This design comes from an exercise in tuning for small area and a short achievable clock period on the open sky130 flow, not from production work.
The RTL was checked by simulation tests, not by an equivalence proof against the original design.
Power figures rest on the tool's default switching activity, not on a simulated workload.

Setup of build 32:
==> flow/design.v (excerpt) <==
module yapp_rx_router #(
    parameter int DATA_W     = yapp_rx_pkg::DEF_DATA_W,
    parameter int NUM_CH     = yapp_rx_pkg::DEF_NUM_CH,
    parameter int ADDR_W     = yapp_rx_pkg::DEF_ADDR_W,
    parameter int FIFO_DEPTH = yapp_rx_pkg::DEF_FIFO_DEPTH
) (
    input  logic                       clock,
    input  logic                       reset,
    input  logic [DATA_W-1:0]          in_data,
    input  logic                       in_data_vld,
    output logic                       in_suspend,
    output logic                       error,
    output logic [NUM_CH*DATA_W-1:0]   ch_data,
    output logic [NUM_CH-1:0]          ch_vld,
    input  logic [NUM_CH-1:0]          ch_rd,
    output logic [15:0]                drop_cnt
);
clock: 5.5 ns
lec_check: 0
abc_clock_period_in_ps: 2400
cap_margin: 20
core_margin: 2
core_utilization: 45
cts_cluster_diameter: 60
cts_cluster_size: 24
place_density: 0.62
setup_slack_margin: 3.1
slew_margin: 20
standard.sh (not shown) runs the stock make flow with config.mk's settings and CLKGATE_MAP_FILE= SYNTH_SCRIPT=/design/flow/synth_recipe.tcl, a recipe that flattens the netlist after the stock synthesis.
==> flow/flow/run.sh <==
#!/bin/bash
# The standard layout, with clock tree synthesis told not to add dummy loads.
# Each tool's output goes to standard.log in this folder; ORFS keeps its
# per-step logs under orfs/logs.
set -euo pipefail
bash standard.sh finish \
  "CTS_ARGS=-sink_clustering_enable -repair_clock_nets -sink_clustering_size 24 -sink_clustering_max_diameter 60 -dont_use_dummy_load" \
  > standard.log 2>&1
Per the final summary, build 32 finished and its layout is clean on timing, DRC and antenna.
> inputs changed (build 32 -> build 61)
Settings: a change of PLACE_DENSITY from 0.62 to 0.7; a change of CORE_UTILIZATION from 45 to 55.
==> summary.txt <==
- Share of power burned in combinational logic was lower in the run labelled build 32.
- Setup WNS build 32 -> build 61: better
- The wire length of build 61 was superior to that of build 32.
- | placer's final routability congestion estimate | build 61 vs build 32 | about 1.3% higher |
- Sort build 61 and build 32 by core utilization, descending, and build 61 comes first.
- Against build 32, build 61 reports a first-pass GRT wire length that is lower.
- Lower non-clock buffer count among build 61 and build 32: build 61
- As far as number of sequential cells in the layout is concerned, build 61 and build 32 perform about the same.
- NOTE: power in build 61 falls short of that of build 32
- As of build 61, number of buffers created by CTS had fallen by a few percent compared to build 32.
### build 61 -> build 94
Settings: swapping 55 for 65 in CORE_UTILIZATION; swapping 0.7 for 0.78 in PLACE_DENSITY.
==> summary.txt <==
Build 94 completed end to end with timing, DRC and antenna clean. Delta(total routing resource utilization after global routing, build 94 - build 61) > 0. Between build 94 and build 61, the count of clock buffers in the final design is higher for build 61. Looking at maximum single-stage delay on the critical path across build 94 and build 61, the one that comes out higher is build 94. Post-route core utilization in build 94 is 10 points above build 61. Relative contribution of the clock network to total power ended up 0.8 points lower on build 94 than on build 61. The routed wire length in build 94 was lower than what build 61 gave.
Modified inputs, build 59 compared to build 94
Settings: CTS_CLUSTER_SIZE: 24 -> 28; CTS_CLUSTER_DIAMETER: 60 -> 65; CORE_UTILIZATION: 65 -> 55; PLACE_DENSITY: 0.78 -> 0.7.
==> flow/flow/run.sh <==
#!/bin/bash
# The standard layout, with clock tree synthesis told not to add dummy loads.
# Each tool's output goes to standard.log in this folder; ORFS keeps its
# per-step logs under orfs/logs.
set -euo pipefail
bash standard.sh finish \
  "CTS_ARGS=-sink_clustering_enable -repair_clock_nets -sink_clustering_size 28 -sink_clustering_max_diameter 65 -dont_use_dummy_load" \
  > standard.log 2>&1
==> comparison <==
Per the comparison of build 59 with build 94, count of placed standard cells in the final layout, fillers left out now sits higher; synthesis-to-finish area growth now sits higher; maximum clock frequency now sits higher. Sequential share of layout area came out lower on build 59 than on build 94. Top metal layer carrying routed signals: met4 -> build 59, met5 -> build 94.
The following lists how build 21 was set up differently from build 59:
Settings: CTS_CLUSTER_SIZE changed from 28 to 24; CTS_CLUSTER_DIAMETER changed from 65 to 60.
==> flow/flow/run.sh <==
#!/bin/bash
# The standard layout, with clock tree synthesis told not to add dummy loads.
# Each tool's output goes to standard.log in this folder; ORFS keeps its
# per-step logs under orfs/logs.
set -euo pipefail
bash standard.sh finish \
  "CTS_ARGS=-sink_clustering_enable -repair_clock_nets -sink_clustering_size 18 -sink_clustering_max_diameter 50 -dont_use_dummy_load -root_buf sky130_fd_sc_hd__clkbuf_16 -buf_list {sky130_fd_sc_hd__clkbuf_8 sky130_fd_sc_hd__clkbuf_16}" \
  > standard.log 2>&1
## What came out
- Layout net count ends up lower on build 59.
- Looking at final period utilization, build 21 sits 0.44 points above build 59.
- Sort build 59 and build 21 by global-route track usage on met3, ascending, and build 59 comes first.
- The maximum clock frequency of build 21 is lower than that of build 59.

## separate check: timing with driven ports
In the flow no input, the clock included, has a driving cell. The finished layouts below were timed again as built, in two steps.
Step 1 sets driving cells, clkbuf_16 on the clock port and buf_2 on the other inputs (assumed; they add their load-dependent delay and slew).
Step 2 times the ports against the registers' clock, not the clock port: input delays grow and output delays shrink by t, the midpoint of the rising clock arrivals with the driver on.
Three values: ideal ports, drivers, drivers and shift; two values: the first two.
run	shift t [ns]	setup slack, ns	worst setup path at the end	latest minus earliest clock arrival (ns)	slew at the worst register clock pin (ns)
build 32	0.825	2.980 / 2.899 / 2.353	input to register	0.122 / 0.122	0.10 / 0.10
build 61	0.768	3.032 / 2.956 / 2.401	input to register	0.079 / 0.079	0.09 / 0.09
build 94	0.771	3.010 / 2.932 / 2.332	input to register	0.092 / 0.092	0.09 / 0.09
build 59	0.748	3.024 / 2.948 / 2.397	input to register	0.109 / 0.108	0.11 / 0.11
build 21	0.799	3.000 / 2.930 / 2.372	input to register	0.082 / 0.082	0.08 / 0.08
After both steps every run listed still meets setup and hold. The setup slack of build 94, which loses most, moves by -0.078 ns with the drivers and by -0.678 ns with both steps.
